Context: an optimization exercise on an open-source flow, tuned for small area and a short achievable clock period. The choices shown serve that exercise and are no tape-out recipe.
At most, simulation tests tie the RTL to the original design; equivalence was not proved.
The RTL of run 1 was laid out without a check of its function.
Power figures rest on the tool's default switching activity, not on a simulated workload.

### flow/constraint.sdc
create_clock -name core_clock -period 4.5 [get_ports {clock}]
set_input_delay 0.9000 -clock core_clock [delete_from_list [all_inputs] [get_ports {clock}]]
set_output_delay 0.9000 -clock core_clock [all_outputs]
set_load 0.01 [all_outputs]
### flow/design.v
`default_nettype none
package mcu_pkg;
  localparam int unsigned NUM_DEVICES = 3;
  localparam logic [31:0] RAM_BASE    = 32'h0000_0000;
  localparam logic [31:0] RAM_SIZE    = 32'd1024;
  localparam logic [31:0] MTIMER_BASE = 32'h8001_0000;
  localparam logic [31:0] MTIMER_SIZE = 32'd32;
  localparam logic [31:0] GPIO_BASE   = 32'h8002_0000;
  localparam logic [31:0] GPIO_SIZE   = 32'd32;
  localparam int unsigned RAM_WORDS        = RAM_SIZE / 4;
  localparam int unsigned RAM_INDEX_WIDTH  = $clog2(RAM_WORDS);
  localparam int unsigned GPIO_WIDTH       = 8;
  localparam int unsigned REG_OFFSET_WIDTH = 5;
  localparam logic [REG_OFFSET_WIDTH-1:0] MTIME_LO    = 5'h00;
  localparam logic [REG_OFFSET_WIDTH-1:0] MTIME_HI    = 5'h04;
  localparam logic [REG_OFFSET_WIDTH-1:0] MTIMECMP_LO = 5'h08;
  localparam logic [REG_OFFSET_WIDTH-1:0] MTIMECMP_HI = 5'h0C;
  localparam logic [REG_OFFSET_WIDTH-1:0] MTIMER_CTRL = 5'h10;
  localparam logic [REG_OFFSET_WIDTH-1:0] GPIO_IN  = 5'h00;
  localparam logic [REG_OFFSET_WIDTH-1:0] GPIO_OUT = 5'h04;
  localparam logic [REG_OFFSET_WIDTH-1:0] GPIO_OE  = 5'h08;
  typedef struct packed {
    logic [31:0] address;
    logic [31:0] write_data;
    logic [3:0]  write_strobe;
    logic        read_request;
    logic        write_request;
  } bus_req_t;
  typedef struct packed {
    logic [31:0] read_data;
    logic        read_response;
    logic        write_response;
  } bus_rsp_t;
  typedef enum logic [1:0] {
    DEV_RAM    = 2'd0,
    DEV_MTIMER = 2'd1,
    DEV_GPIO   = 2'd2,
    DEV_NONE   = 2'd3
  } device_e;
endpackage
`default_nettype wire
`default_nettype none
module system_bus (
  input  wire         clock,
  input  wire         arst_n,
  input  wire  [31:0] address,
  input  wire         read_request,
  input  wire         write_request,
  output logic        ram_hit,
  output logic        mtimer_hit,
  output logic        gpio_hit,
  input  wire  [31:0] ram_rdata,
  input  wire  [31:0] mtimer_rdata,
  input  wire  [31:0] gpio_rdata,
  output logic [31:0] read_data,
  output logic        read_response,
  output logic        write_response
);
  assign ram_hit    = (address[31:10] == mcu_pkg::RAM_BASE[31:10]);
  assign mtimer_hit = (address[31:5]  == mcu_pkg::MTIMER_BASE[31:5]);
  assign gpio_hit   = (address[31:5]  == mcu_pkg::GPIO_BASE[31:5]);
  always_ff @(posedge clock) begin
    read_data <= ({32{ram_hit}}    & ram_rdata)
               | ({32{mtimer_hit}} & mtimer_rdata)
               | ({32{gpio_hit}}   & gpio_rdata);
  end
  always_ff @(posedge clock or negedge arst_n) begin
    if (!arst_n) begin
      read_response  <= 1'b0;
      write_response <= 1'b0;
    end else begin
      read_response  <= read_request;
      write_response <= write_request;
    end
  end
endmodule
`default_nettype wire
`default_nettype none
module ram (
  input  wire         clock,
  input  wire  [7:0]  index,      
  input  wire         we,         
  input  wire  [3:0]  wstrb,
  input  wire  [31:0] wdata,
  output logic [31:0] rdata       
);
  logic [31:0] words [256];
  logic [3:0]  pend_p [4];    
  logic [3:0]  pend_n [4];    
  logic [31:0] pend_data;
  logic [3:0]  cur_grp [4];
  always_comb begin
    for (int g = 0; g < 4; g++) begin
      for (int v = 0; v < 4; v++) begin
        cur_grp[g][v] = (index[2*g +: 2] == 2'(v));
      end
    end
  end
  logic [31:0] arr_rdata;
  always_comb begin
    arr_rdata = 32'h0;
    for (int i = 0; i < 256; i++) begin
      arr_rdata = arr_rdata | (words[i] & {32{index == 8'(i)}});
    end
  end
  logic hit_pend;
  always_comb begin
    hit_pend = 1'b1;
    for (int g = 0; g < 4; g++) begin
      hit_pend = hit_pend & |(pend_p[g] & cur_grp[g]);
    end
  end
  assign rdata = hit_pend ? pend_data : arr_rdata;
  always_ff @(posedge clock) begin
    for (int g = 0; g < 3; g++) begin
      pend_p[g] <= cur_grp[g];
      pend_n[g] <= ~cur_grp[g];
    end
    pend_p[3] <= cur_grp[3] & {4{we}};
    pend_n[3] <= ~(cur_grp[3] & {4{we}});
    for (int b = 0; b < 4; b++) begin
      pend_data[8*b +: 8] <= wstrb[b] ? wdata[8*b +: 8] : rdata[8*b +: 8];
    end
  end
  for (genvar i = 0; i < 256; i++) begin : g_word
    wire wen   = pend_p[0][i%4] & pend_p[1][(i/4)%4] & pend_p[2][(i/16)%4] & pend_p[3][i/64];
    wire wen_n = pend_n[0][i%4] | pend_n[1][(i/4)%4] | pend_n[2][(i/16)%4] | pend_n[3][i/64];
    always_ff @(posedge clock) begin
      words[i] <= ({32{wen}} & pend_data) | ({32{wen_n}} & words[i]);
    end
  end
endmodule
`default_nettype wire
`default_nettype none
module mtimer (
  input  wire         clock,
  input  wire         arst_n,
  input  wire  [4:0]  offset,
  input  wire         wr,         
  input  wire  [31:0] wdata,
  input  wire  [3:0]  wstrb,
  output logic [31:0] rd_word,
  output logic        irq
);
  logic [63:0] mtime;
  logic [63:0] mtimecmp;
  logic        enable;
  function automatic logic [31:0] merge_bytes(
    input logic [31:0] old_word,
    input logic [31:0] new_word,
    input logic [3:0]  strobe
  );
    logic [31:0] merged;
    merged = old_word;
    for (int b = 0; b < 4; b++) begin
      if (strobe[b]) begin
        merged[8*b +: 8] = new_word[8*b +: 8];
      end
    end
    merge_bytes = merged;
  endfunction
  always_ff @(posedge clock or negedge arst_n) begin
    if (!arst_n) begin
      mtime <= 64'h0;
    end else if (wr && offset == mcu_pkg::MTIME_LO) begin
      mtime[31:0] <= merge_bytes(mtime[31:0], wdata, wstrb);
    end else if (wr && offset == mcu_pkg::MTIME_HI) begin
      mtime[63:32] <= merge_bytes(mtime[63:32], wdata, wstrb);
    end else if (enable) begin
      mtime <= mtime + 64'd1;
    end
  end
  always_ff @(posedge clock or negedge arst_n) begin
    if (!arst_n) begin
      mtimecmp <= 64'h0;
      enable   <= 1'b0;
    end else if (wr) begin
      case (offset)
        mcu_pkg::MTIMECMP_LO: mtimecmp[31:0]  <= merge_bytes(mtimecmp[31:0], wdata, wstrb);
        mcu_pkg::MTIMECMP_HI: mtimecmp[63:32] <= merge_bytes(mtimecmp[63:32], wdata, wstrb);
        mcu_pkg::MTIMER_CTRL: if (wstrb[0]) enable <= wdata[0];
        default: ;
      endcase
    end
  end
  always_ff @(posedge clock or negedge arst_n) begin
    if (!arst_n) begin
      irq <= 1'b0;
    end else begin
      irq <= enable && (mtime >= mtimecmp);
    end
  end
  always_comb begin
    case (offset)
      mcu_pkg::MTIME_LO:    rd_word = mtime[31:0];
      mcu_pkg::MTIME_HI:    rd_word = mtime[63:32];
      mcu_pkg::MTIMECMP_LO: rd_word = mtimecmp[31:0];
      mcu_pkg::MTIMECMP_HI: rd_word = mtimecmp[63:32];
      mcu_pkg::MTIMER_CTRL: rd_word = {31'h0, enable};
      default:              rd_word = 32'h0;
    endcase
  end
endmodule
`default_nettype wire
`default_nettype none
module gpio (
  input  wire         clock,
  input  wire         arst_n,
  input  wire  [4:0]  offset,
  input  wire         wr,         
  input  wire  [7:0]  wdata,
  output logic [31:0] rd_word,
  input  wire  [7:0]  gpio_input,
  output logic [7:0]  gpio_output,
  output logic [7:0]  gpio_oe
);
  logic [7:0] in_meta;
  logic [7:0] in_sync;
  always_ff @(posedge clock or negedge arst_n) begin
    if (!arst_n) begin
      in_meta <= '0;
      in_sync <= '0;
    end else begin
      in_meta <= gpio_input;
      in_sync <= in_meta;
    end
  end
  always_ff @(posedge clock or negedge arst_n) begin
    if (!arst_n) begin
      gpio_output <= '0;
      gpio_oe     <= '0;
    end else if (wr) begin
      if (offset == mcu_pkg::GPIO_OUT) gpio_output <= wdata;
      if (offset == mcu_pkg::GPIO_OE)  gpio_oe     <= wdata;
    end
  end
  always_comb begin
    case (offset)
      mcu_pkg::GPIO_IN:  rd_word = 32'(in_sync);
      mcu_pkg::GPIO_OUT: rd_word = 32'(gpio_output);
      mcu_pkg::GPIO_OE:  rd_word = 32'(gpio_oe);
      default:           rd_word = 32'h0;
    endcase
  end
endmodule
`default_nettype wire
`default_nettype none
module mcu_subsystem (
  input  wire                           clock,
  input  wire                           arst_n,
  input  wire [31:0]                    bus_address,
  input  wire [31:0]                    bus_write_data,
  input  wire [3:0]                     bus_write_strobe,
  input  wire                           bus_read_request,
  input  wire                           bus_write_request,
  output wire [31:0]                    bus_read_data,
  output wire                           bus_read_response,
  output wire                           bus_write_response,
  output wire                           irq_timer,
  input  wire [mcu_pkg::GPIO_WIDTH-1:0] gpio_input,
  output wire [mcu_pkg::GPIO_WIDTH-1:0] gpio_output,
  output wire [mcu_pkg::GPIO_WIDTH-1:0] gpio_oe
);
  logic        ram_hit, mtimer_hit, gpio_hit;
  logic [31:0] ram_rdata, mtimer_rdata, gpio_rdata;
  system_bus system_bus_inst (
    .clock          (clock),
    .arst_n         (arst_n),
    .address        (bus_address),
    .read_request   (bus_read_request),
    .write_request  (bus_write_request),
    .ram_hit        (ram_hit),
    .mtimer_hit     (mtimer_hit),
    .gpio_hit       (gpio_hit),
    .ram_rdata      (ram_rdata),
    .mtimer_rdata   (mtimer_rdata),
    .gpio_rdata     (gpio_rdata),
    .read_data      (bus_read_data),
    .read_response  (bus_read_response),
    .write_response (bus_write_response)
  );
  ram ram_inst (
    .clock    (clock),
    .index    (bus_address[9:2]),
    .we       (bus_write_request && ram_hit),
    .wstrb    (bus_write_strobe),
    .wdata    (bus_write_data),
    .rdata    (ram_rdata)
  );
  mtimer mtimer_inst (
    .clock   (clock),
    .arst_n  (arst_n),
    .offset  (bus_address[4:0]),
    .wr      (bus_write_request && mtimer_hit),
    .wdata   (bus_write_data),
    .wstrb   (bus_write_strobe),
    .rd_word (mtimer_rdata),
    .irq     (irq_timer)
  );
  gpio gpio_inst (
    .clock       (clock),
    .arst_n      (arst_n),
    .offset      (bus_address[4:0]),
    .wr          (bus_write_request && gpio_hit && bus_write_strobe[0]),
    .wdata       (bus_write_data[7:0]),
    .rd_word     (gpio_rdata),
    .gpio_input  (gpio_input),
    .gpio_output (gpio_output),
    .gpio_oe     (gpio_oe)
  );
endmodule
`default_nettype wire
### flow/run.sh
#!/bin/bash
# synth_recipe.tcl (not shown) runs the flow's synth.tcl, then flattens the netlist and writes it again
# the make line also repeats each setting of config.mk as NAME=value (left out here)
make -C /OpenROAD-flow-scripts/flow DESIGN_CONFIG=/design/flow/config.mk WORK_HOME=/design/flow/orfs CLKGATE_MAP_FILE= SYNTH_SCRIPT=/design/flow/synth_recipe.tcl finish
### flow/config.mk
export PLATFORM = sky130hd
export DESIGN_NAME = mcu_subsystem
export DESIGN_NICKNAME = mcu_subsystem
export VERILOG_FILES = /design/flow/design.v
export SDC_FILE = /design/flow/constraint.sdc
export NUM_CORES = 4
export LEC_CHECK = 0
export CAP_MARGIN = 20
export CORE_MARGIN = 2
export CORE_UTILIZATION = 55
export PLACE_DENSITY = 0.65
export SETUP_SLACK_MARGIN = 1.0
export SLEW_MARGIN = 20
export SYNTH_MEMORY_MAX_BITS = 16384
==> flow_summary.yaml, run 1 <==
status:
  status: "aborted with a tool error"
  stop_stage: "global routing (5_1_grt)"
  error: "[ERROR GRT-0116] Global routing finished with congestion. Check the congestion regions in the DRC Viewer."
yosys:
  synth_commonest_cells: "8762 x a22o_1, 8288 x dfxtp_1, 3186 x clkbuf_1"
  netlist.area_leader.share_pct: 51.97
  async_reset_ff_share_pct: 1.940
  postSynthCellCount: 29487
  ys_types: 89
  synth_seq_cells: 8452
  seq_area_frac_synth_pct: 53.25
  netlist_area_um2: 319300
  synth_edf_count: 0
  synth_largest_area_cell: "dfxtp_1"
  synth.top_cells.by_area: "dfxtp_1 52%, a22o_1 24%, a22oi_1 5.8%, clkbuf_1 3.7%, dfrtp_1 1.3%"
  yosysWarnings: 8
  yosysMostFrequentCell: "a22o_1"
  postSynthAreaPerCell_um2: 10.83
  synth_ff_type: "dfxtp_1"
die:
  dieHeight_um: 765.9
  fp.dieW_um: 765.9
  rows: 279
  ios: 131
  initial_core_util_pct: 55.26
grt:
  grt-ovfl-total: 115837
  grt_pass1_vias: 401246
  grt_first_pass_wirelength_um: 4742000
  track_usage_pct: 122.6
  grt_max_degree: 116
placed_design:
  dpl.hpwl_um: 2413000
  gp_congestion: 1.752
  portBuffers: 130
cts:
  htree_levels: 6
  root_buffer: "clkbuf_16"
  cts.path.max_buffers: 4
  clkSinkCount: 8452
  numCtsBuffers: 830
-- layer usage --
metal	GRT overflow	GRT usage [%]
met5	1371	100.2
met4	8942	108.8
met3	12711	107.6
met2	59575	146.8
met1	33238	119.1
-- through the flow --
step	hold WS (ns)	setup WS, ns	std cells	total power, mW	area [µm²]
3_3_place_gp	0.3334	-3.945	39551	84.39	382500
3_5_place_dp	0.3358	-2.302	39603	84.42	383700
2_1_floorplan	0.3312	0.9709	29487	78.59	319500
4_1_cts	0.09706	0.1987	41263	155.9	415500
-- power by group through the flow --
stage	clock, mW	combinational (mW)	sequential, mW
CTS	73.0	7.76	75.2
global placement	0	7.56	76.8
floorplan	0	2.05	76.5
detailed placement	0	7.59	76.8
-- cells by family after synthesis --
group / after synthesis / synth area share (%)
adders and majority gates: 65 / 0.2547
AOI/OAI and AO/OA: 13199 / 34.48
buffers and inverters: 3846 / 4.742
and+or+nand+nor: 3404 / 5.483
DFF: 8452 / 53.25
muxes: 521 / 1.789
-- what timing repair did --
item | CTS
setup buffers | 129
endpoints found under the setup margin | 74
hold endpoints to repair | 90
hold buffers | 1
pin swaps | 101
gates resized for setup | 335
cloned | 8
-- worst max path at each step --
stage / endpoint / slack, ns / depth (start not counted)
after detailed placement: ram_inst.pend_data[12] / -2.30 / 16
after global placement: ram_inst.pend_data[24] / -3.95 / 16
after floorplan: ram_inst.pend_data[21] / 0.97 / 11
after CTS: system_bus_inst.read_data[7] / 0.20 / 17
==> inputs of run 2 (changes only) <==
--- a/flow/design.v
+++ b/flow/design.v
@@ -49,21 +49,17 @@
   output logic        ram_hit,
   output logic        mtimer_hit,
   output logic        gpio_hit,
-  input  wire  [31:0] ram_rdata,
   input  wire  [31:0] mtimer_rdata,
   input  wire  [31:0] gpio_rdata,
-  output logic [31:0] read_data,
+  output logic [31:0] other_rdata,    
   output logic        read_response,
   output logic        write_response
 );
   assign ram_hit    = (address[31:10] == mcu_pkg::RAM_BASE[31:10]);
   assign mtimer_hit = (address[31:5]  == mcu_pkg::MTIMER_BASE[31:5]);
   assign gpio_hit   = (address[31:5]  == mcu_pkg::GPIO_BASE[31:5]);
-  always_ff @(posedge clock) begin
-    read_data <= ({32{ram_hit}}    & ram_rdata)
-               | ({32{mtimer_hit}} & mtimer_rdata)
-               | ({32{gpio_hit}}   & gpio_rdata);
-  end
+  assign other_rdata = ({32{mtimer_hit}} & mtimer_rdata)
+                     | ({32{gpio_hit}}   & gpio_rdata);
   always_ff @(posedge clock or negedge arst_n) begin
     if (!arst_n) begin
       read_response  <= 1'b0;
@@ -76,58 +72,112 @@
 endmodule
 `default_nettype wire
 `default_nettype none
-module ram (
+module ram_bank (
   input  wire         clock,
-  input  wire  [7:0]  index,      
-  input  wire         we,         
-  input  wire  [3:0]  wstrb,
+  input  wire  [15:0] rsel,        
+  input  wire  [15:0] wsel_p,      
+  input  wire  [15:0] wsel_n,      
+  input  wire         bank_p,      
+  input  wire         bank_n,      
   input  wire  [31:0] wdata,
-  output logic [31:0] rdata       
+  output logic [31:0] rdata
 );
-  logic [31:0] words [256];
-  logic [3:0]  pend_p [4];    
-  logic [3:0]  pend_n [4];    
-  logic [31:0] pend_data;
-  logic [3:0]  cur_grp [4];
-  always_comb begin
-    for (int g = 0; g < 4; g++) begin
-      for (int v = 0; v < 4; v++) begin
-        cur_grp[g][v] = (index[2*g +: 2] == 2'(v));
-      end
+  logic [31:0] words [16];
+  for (genvar j = 0; j < 16; j++) begin : g_word
+    wire wen   = wsel_p[j] & bank_p;
+    wire wen_n = wsel_n[j] | bank_n;
+    always_ff @(posedge clock) begin
+      words[j] <= ({32{wen}} & wdata) | ({32{wen_n}} & words[j]);
     end
   end
-  logic [31:0] arr_rdata;
   always_comb begin
-    arr_rdata = 32'h0;
-    for (int i = 0; i < 256; i++) begin
-      arr_rdata = arr_rdata | (words[i] & {32{index == 8'(i)}});
+    rdata = 32'h0;
+    for (int j = 0; j < 16; j++) begin
+      rdata = rdata | (words[j] & {32{rsel[j]}});
     end
   end
-  logic hit_pend;
+endmodule
+module ram_bank_dec (
+  input  wire         rd_bank,
+  input  wire  [3:0]  rd_index,
+  output logic [15:0] rsel
+);
   always_comb begin
-    hit_pend = 1'b1;
-    for (int g = 0; g < 4; g++) begin
-      hit_pend = hit_pend & |(pend_p[g] & cur_grp[g]);
+    for (int j = 0; j < 16; j++) begin
+      rsel[j] = rd_bank && (rd_index == 4'(j));
     end
   end
-  assign rdata = hit_pend ? pend_data : arr_rdata;
-  always_ff @(posedge clock) begin
-    for (int g = 0; g < 3; g++) begin
-      pend_p[g] <= cur_grp[g];
-      pend_n[g] <= ~cur_grp[g];
+endmodule
+module ram (
+  input  wire         clock,
+  input  wire  [7:0]  index,        
+  input  wire         we,           
+  input  wire  [3:0]  wstrb,
+  input  wire  [31:0] wdata,
+  input  wire         ram_hit,      
+  input  wire  [31:0] other_rdata,  
+  output logic [31:0] read_data     
+);
+  logic [15:0] cur_lo, cur_hi;
+  always_comb begin
+    for (int v = 0; v < 16; v++) begin
+      cur_lo[v] = (index[3:0] == 4'(v));
+      cur_hi[v] = (index[7:4] == 4'(v));
+    end
+  end
+  logic [15:0] pend_lo_p, pend_lo_n, pend_hi_p, pend_hi_n;
+  logic [7:0]  pend_index;
+  logic        pend_valid;
+  logic [31:0] pend_wdata;
+  logic [3:0]  pend_wstrb;
+  logic [31:0] commit_data;
+  logic [31:0] bank_rdata [16];
+  for (genvar b = 0; b < 16; b++) begin : g_bank
+    logic [15:0] rsel;
+    ram_bank_dec dec_inst (
+      .rd_bank  (cur_hi[b]),
+      .rd_index (index[3:0]),
+      .rsel     (rsel)
+    );
+    ram_bank bank_inst (
+      .clock    (clock),
+      .rsel     (rsel),
+      .wsel_p   (pend_lo_p),
+      .wsel_n   (pend_lo_n),
+      .bank_p   (pend_hi_p[b]),
+      .bank_n   (pend_hi_n[b]),
+      .wdata    (commit_data),
+      .rdata    (bank_rdata[b])
+    );
+  end
+  logic [31:0] quad_rdata [4];
+  always_comb begin
+    for (int q = 0; q < 4; q++) begin
+      quad_rdata[q] = bank_rdata[4*q] | bank_rdata[4*q+1] | bank_rdata[4*q+2] | bank_rdata[4*q+3];
     end
-    pend_p[3] <= cur_grp[3] & {4{we}};
-    pend_n[3] <= ~(cur_grp[3] & {4{we}});
+  end
+  wire hit_pend = pend_valid && (pend_index == index);
+  logic [31:0] quad_q [4];
+  logic [31:0] extra_q;
+  assign read_data = quad_q[0] | quad_q[1] | quad_q[2] | quad_q[3] | extra_q;
+  always_comb begin
     for (int b = 0; b < 4; b++) begin
-      pend_data[8*b +: 8] <= wstrb[b] ? wdata[8*b +: 8] : rdata[8*b +: 8];
+      commit_data[8*b +: 8] = pend_wstrb[b] ? pend_wdata[8*b +: 8] : read_data[8*b +: 8];
     end
   end
-  for (genvar i = 0; i < 256; i++) begin : g_word
-    wire wen   = pend_p[0][i%4] & pend_p[1][(i/4)%4] & pend_p[2][(i/16)%4] & pend_p[3][i/64];
-    wire wen_n = pend_n[0][i%4] | pend_n[1][(i/4)%4] | pend_n[2][(i/16)%4] | pend_n[3][i/64];
-    always_ff @(posedge clock) begin
-      words[i] <= ({32{wen}} & pend_data) | ({32{wen_n}} & words[i]);
+  always_ff @(posedge clock) begin
+    pend_lo_p  <= cur_lo;
+    pend_lo_n  <= ~cur_lo;
+    pend_hi_p  <= cur_hi & {16{we}};
+    pend_hi_n  <= ~(cur_hi & {16{we}});
+    pend_index <= index;
+    pend_valid <= we;
+    pend_wdata <= wdata;
+    pend_wstrb <= wstrb;
+    for (int q = 0; q < 4; q++) begin
+      quad_q[q] <= quad_rdata[q] & {32{ram_hit && !hit_pend}};
     end
+    extra_q <= (commit_data & {32{ram_hit && hit_pend}}) | other_rdata;
   end
 endmodule
 `default_nettype wire
@@ -183,11 +233,30 @@
       endcase
     end
   end
+  logic [7:0] byte_gt, byte_eq;
+  logic       time_ge_cmp;
+  always_comb begin
+    logic [3:0] gt4, eq4;
+    logic [1:0] gt2, eq2;
+    for (int k = 0; k < 8; k++) begin
+      byte_gt[k] = (mtime[8*k +: 8] > mtimecmp[8*k +: 8]);
+      byte_eq[k] = (mtime[8*k +: 8] == mtimecmp[8*k +: 8]);
+    end
+    for (int k = 0; k < 4; k++) begin
+      gt4[k] = byte_gt[2*k+1] | (byte_eq[2*k+1] & byte_gt[2*k]);
+      eq4[k] = byte_eq[2*k+1] & byte_eq[2*k];
+    end
+    for (int k = 0; k < 2; k++) begin
+      gt2[k] = gt4[2*k+1] | (eq4[2*k+1] & gt4[2*k]);
+      eq2[k] = eq4[2*k+1] & eq4[2*k];
+    end
+    time_ge_cmp = gt2[1] | (eq2[1] & gt2[0]) | (eq2[1] & eq2[0]);
+  end
   always_ff @(posedge clock or negedge arst_n) begin
     if (!arst_n) begin
       irq <= 1'b0;
     end else begin
-      irq <= enable && (mtime >= mtimecmp);
+      irq <= enable && time_ge_cmp;
     end
   end
   always_comb begin
@@ -262,7 +331,7 @@
   output wire [mcu_pkg::GPIO_WIDTH-1:0] gpio_oe
 );
   logic        ram_hit, mtimer_hit, gpio_hit;
-  logic [31:0] ram_rdata, mtimer_rdata, gpio_rdata;
+  logic [31:0] mtimer_rdata, gpio_rdata, other_rdata;
   system_bus system_bus_inst (
     .clock          (clock),
     .arst_n         (arst_n),
@@ -272,10 +341,9 @@
     .ram_hit        (ram_hit),
     .mtimer_hit     (mtimer_hit),
     .gpio_hit       (gpio_hit),
-    .ram_rdata      (ram_rdata),
     .mtimer_rdata   (mtimer_rdata),
     .gpio_rdata     (gpio_rdata),
-    .read_data      (bus_read_data),
+    .other_rdata    (other_rdata),
     .read_response  (bus_read_response),
     .write_response (bus_write_response)
   );
@@ -285,7 +353,9 @@
     .we       (bus_write_request && ram_hit),
     .wstrb    (bus_write_strobe),
     .wdata    (bus_write_data),
-    .rdata    (ram_rdata)
+    .ram_hit  (ram_hit),
+    .other_rdata    (other_rdata),
+    .read_data      (bus_read_data)
   );
   mtimer mtimer_inst (
     .clock   (clock),
--- a/flow/config.mk
+++ b/flow/config.mk
@@ -7,8 +7,13 @@
 export LEC_CHECK = 0
 export CAP_MARGIN = 20
 export CORE_MARGIN = 2
-export CORE_UTILIZATION = 55
-export PLACE_DENSITY = 0.65
-export SETUP_SLACK_MARGIN = 1.0
+export CORE_UTILIZATION = 65
+export CTS_CLUSTER_DIAMETER = 60
+export CTS_CLUSTER_SIZE = 30
+export GPL_TIMING_DRIVEN = 1
+export PLACE_DENSITY = 0.72
+export SETUP_SLACK_MARGIN = 1.2
 export SLEW_MARGIN = 20
+export SYNTH_HIERARCHICAL = 1
 export SYNTH_MEMORY_MAX_BITS = 16384
+export SYNTH_MINIMUM_KEEP_SIZE = 0
==> run 2 against run 1 <==
Effect of this change: now fails the layout checks on antenna rules; synthesized area grew 1.2%; synthesized cell count shrank 5.6%.
==> flow_summary.yaml, run 2 <==
worst_setup_path:
  critPathLaunchType: "input port"
  cp_slowest_stage_delay_ns: 0.81
  critPathKind: "input port to flop"
  crit_top_cell: "buf_4"
  crit_chain: "clkbuf_2 -> buf_12 -> buf_6 -> buf_8 -> nand2b_4 -> nor2_4 -> buf_12 -> buf_4 -> nand3b_1 -> buf_6 -> nor3_4 -> buf_4 -> buf_4 -> a221oi_1 -> nand4_1 -> nor4_1 -> nor2_1"
  end_kind: "flop"
  critPathArrivalTime_ns: 4.45
  cp_max_fo: 4
  slowest_stage: "a221oi_1"
  cpLargestDelayFamily: "simple AND/OR/NAND/NOR gates"
  required_ns: 5.49
  r2r_slack_ns: 1.45
  crit_buf_inv: 9
yosys:
  netlist_area_um2: 323200
  async_reset_ff_share_pct: 1.901
  yosysWarnings: 18
  synth_commonest_cells: "10241 x a22o_1, 8461 x dfxtp_1, 2050 x a221oi_1"
  synth_seq_cells: 8625
  synth.top_cells.by_area: "dfxtp_1 52%, a22o_1 28%, a221oi_1 5.6%, clkbuf_1 2.3%, buf_8 2.0%"
  postSynthCellCount: 27850
  synth_largest_area_cell: "dfxtp_1"
  postSynthAreaPerCell_um2: 11.60
  synth_edf_count: 0
  ys_types: 97
  seq_area_frac_synth_pct: 53.68
  netlist.area_leader.share_pct: 52.41
  yosysMostFrequentCell: "a22o_1"
  synth_ff_type: "dfxtp_1"
sta:
  post-route-min-period_ns: 3.460
  fin_ws_ns: 1.040
  tns_ns: 0
  final-hold-violation-count: 0
  max_freq_mhz: 289.0
  hold-worst-slack_ns: 0.2018
  relSlewSlack_pct: 13.56
  tightest_slew_ns: 1.297
  clock_skew_ns: 0.05453
  report.final.slew_viol_count: 0
  setup_viol: 0
  grt_setup_unrepaired: "yes"
  period_share_pct: 76.88
pwr:
  design_power_total_mw: 136.4
  peakVddDrop_uv: 457.7
  leakagePower_nw: 138.5
  p_per_area_nw_per_um2: 380.5
cells_and_area:
  largest_reg_flops: 8192
  top_register: "ram_inst.g_bank.bank_inst.words"
  mostFrequentLayoutCells: "10241 x a22o_1, 8353 x dfxtp_1, 2103 x buf_4, 1974 x a221oi_1, 579 x clkbuf_16"
  reg_top3: "ram_inst.g_bank.bank_inst.words: 8192 flops, ram_inst.quad_q: 128 flops"
  drive_gt1_share_pct: 16.35
  final_area_um2: 358600
  area_growth_pct: 10.95
  multi_input_area_um2: 128600
  register_area_um2: 173800
  final_common_cell: "a22o_1"
  fillers: 35089
  finalNetCount: 27343
grt:
  grt-ovfl-total: 0
  track_usage_pct: 47.03
  grt_max_degree: 103
  grt_pass1_vias: 243550
  grt_first_pass_wirelength_um: 1766000
  antenna_found_initial: 115
die:
  fp.dieW_um: 709.1
  dieHeight_um: 709.1
  die_area_um2: 502900
  coreArea_um2: 494500
  ios: 131
  rows: 258
  initial_core_util_pct: 65.35
placed_design:
  gp_congestion: 0.9934
  pre_cts_slack_ns: -0.8659
  portBuffers: 130
  postPlaceCellArea_um2: 336700
  dpl.hpwl_um: 782900
cts:
  htree_levels: 6
  cts_tree: "yes"
  path_clk_slew_ns: 0.09
  numCtsBuffers: 566
  clkSinkCount: 8625
  root_buffer: "clkbuf_16"
  clk-insertion-delay-late_ns: 1.14
  cts.path.max_buffers: 4
worst_hold_path:
  hold_path.class: "input port to flop"
status:
  status: "failed layout checks"
  violations: "antenna rules"
detailed_routing:
  drtIter0Drc: 42698
  ant_nets: 1
  vias: 268686
  routed_wl_um: 1243000
  wire_per_inst_um: 35.93
  dr.pass1.iters: 12
  drcViolationCount: 0
  vias_per_cell: 7.768
job:
  cap_viol_max_count: 0
## run 2: cell types whose count changed after synthesis, moves of 272 or more
cell / before / now
and2_1: 20 / 292
buf_2: 328 / 1231
nor2_1: 788 / 432
buf_8: 1 / 432
nand3_1: 434 / 135
a22o_1: 8762 / 10241
a32oi_1: 280 / 1
nand2_1: 703 / 158
clkbuf_1: 3186 / 1966
a22oi_1: 2454 / 2
a221oi_1: 107 / 2050
## run 2: area by class of cell
| class | count | area share [%] |
|---|---|---|
| Tap cell | 6630 | 2.313 |
| Sequential cell | 8625 | 48.47 |
| Clock buffer | 659 | 4.241 |
| Clock inverter | 343 | 1.140 |
| Multi-Input combinational cell | 15142 | 35.88 |
| Timing Repair Buffer | 2754 | 7.615 |
| Inverter | 109 | 0.1141 |
| Antenna cell | 327 | 0.2282 |
## run 2: cells by family after synthesis
| family | count (synthesis) | share of synthesized area (%) |
|---|---|---|
| AO/OA/AOI/OAI | 12637 | 34.08 |
| XOR/XNOR | 7 | 0.02361 |
| adder cells (fa/ha/maj) | 65 | 0.2516 |
| buffers and inverters | 4106 | 7.376 |
| flip-flops | 8625 | 53.68 |
| multiplexers | 138 | 0.5892 |
| other | 1 | 0.001160 |
| AND/OR/NAND/NOR | 2271 | 4.001 |
## run 2: Yosys stat by module (local to each module, per instance)
module | flip-flops and latches | cell area (µm²) | cells inside
gpio | 32 | 1405 | 99
mcu_subsystem | 0 | 20.02 | 3
mtimer | 130 | 9761 | 1040
ram | 269 | 8464 | 830
ram_bank | 512 | 18790 | 1586
ram_bank_dec | 0 | 117.6 | 23
system_bus | 2 | 1050 | 134
## run 2: stage by stage
step | cells | utilization, %
2_1_floorplan | 27873 | -
3_3_place_gp | 33215 | 68.07
6_report | 34589 | 72.51
3_5_place_dp | 33219 | 68.09
5_1_grt | 34359 | 72.39
4_1_cts | 34239 | 72.18
## run 2: path summary, 6_finish.rpt
check                                startpoint  cells past startpoint                       endpoint
min in group asynchronous                arst_n                      2  system_bus_inst.read_response
max in group asynchronous                arst_n                      3          mtimer_inst.mtime[11]
setup / recovery                 bus_address[8]                     17         ram_inst.quad_q[1][30]
hold / removal                   bus_address[5]                      1         ram_inst.pend_index[3]
hold reg to reg            gpio_inst.in_meta[6]                      0           gpio_inst.in_sync[6]
setup reg to reg           mtimer_inst.mtime[5]                      6          mtimer_inst.mtime[55]
## run 2: power breakdown
group          total [mW]  internal (mW)  switching [mW]
Sequential           76.5           76.3           0.226
Clock                56.7           27.6            29.1
Combinational        3.30          0.560            2.74
## run 2: repair_timing
action / in CTS / in global routing
cloned: 0 / 2
hold buffers: 1 / 0
endpoints found under the hold margin: 49 / 0
buffers inserted: 17 / 18
resized for setup: 371 / 106
endpoints found under the setup margin: 2129 / 138
pin swaps: 42 / 37
## run 2: per-layer routing
layer | GRT usage [%] | wire [µm]
met1 | 61.79 | 462500
met2 | 63.69 | 501500
met3 | 17.03 | 180800
met4 | 33.41 | 97570
met5 | 0 | 477

-- port drivers added, routing unchanged --
No port has a modelled driver above. Below, the same layout with a new extraction and two added sets of constraints. Step 1 sets driving cells, clkbuf_16 on the clock port and buf_2 on the other inputs (assumed; they add their load-dependent delay and slew). Step 2 moves the port delays by t, midway between the first and last clock arrival at a register: inputs arrive t later, outputs are due t later. That takes back most of the time a late clock gives input paths. Three values: ideal ports, drivers, drivers and shift; two values: the first two.
run: run 2
t, ns: 1.241
setup slack, ns: 1.040 / 0.965 / -0.094
hold WS [ns]: 0.202 / 0.105 / 0.315
worst setup path after step 2: input to register
worst register clock-pin slew, ns: 0.11 / 0.11
The setup slack of run 2 moves by -0.075 ns with the drivers and by -1.134 ns with both steps.
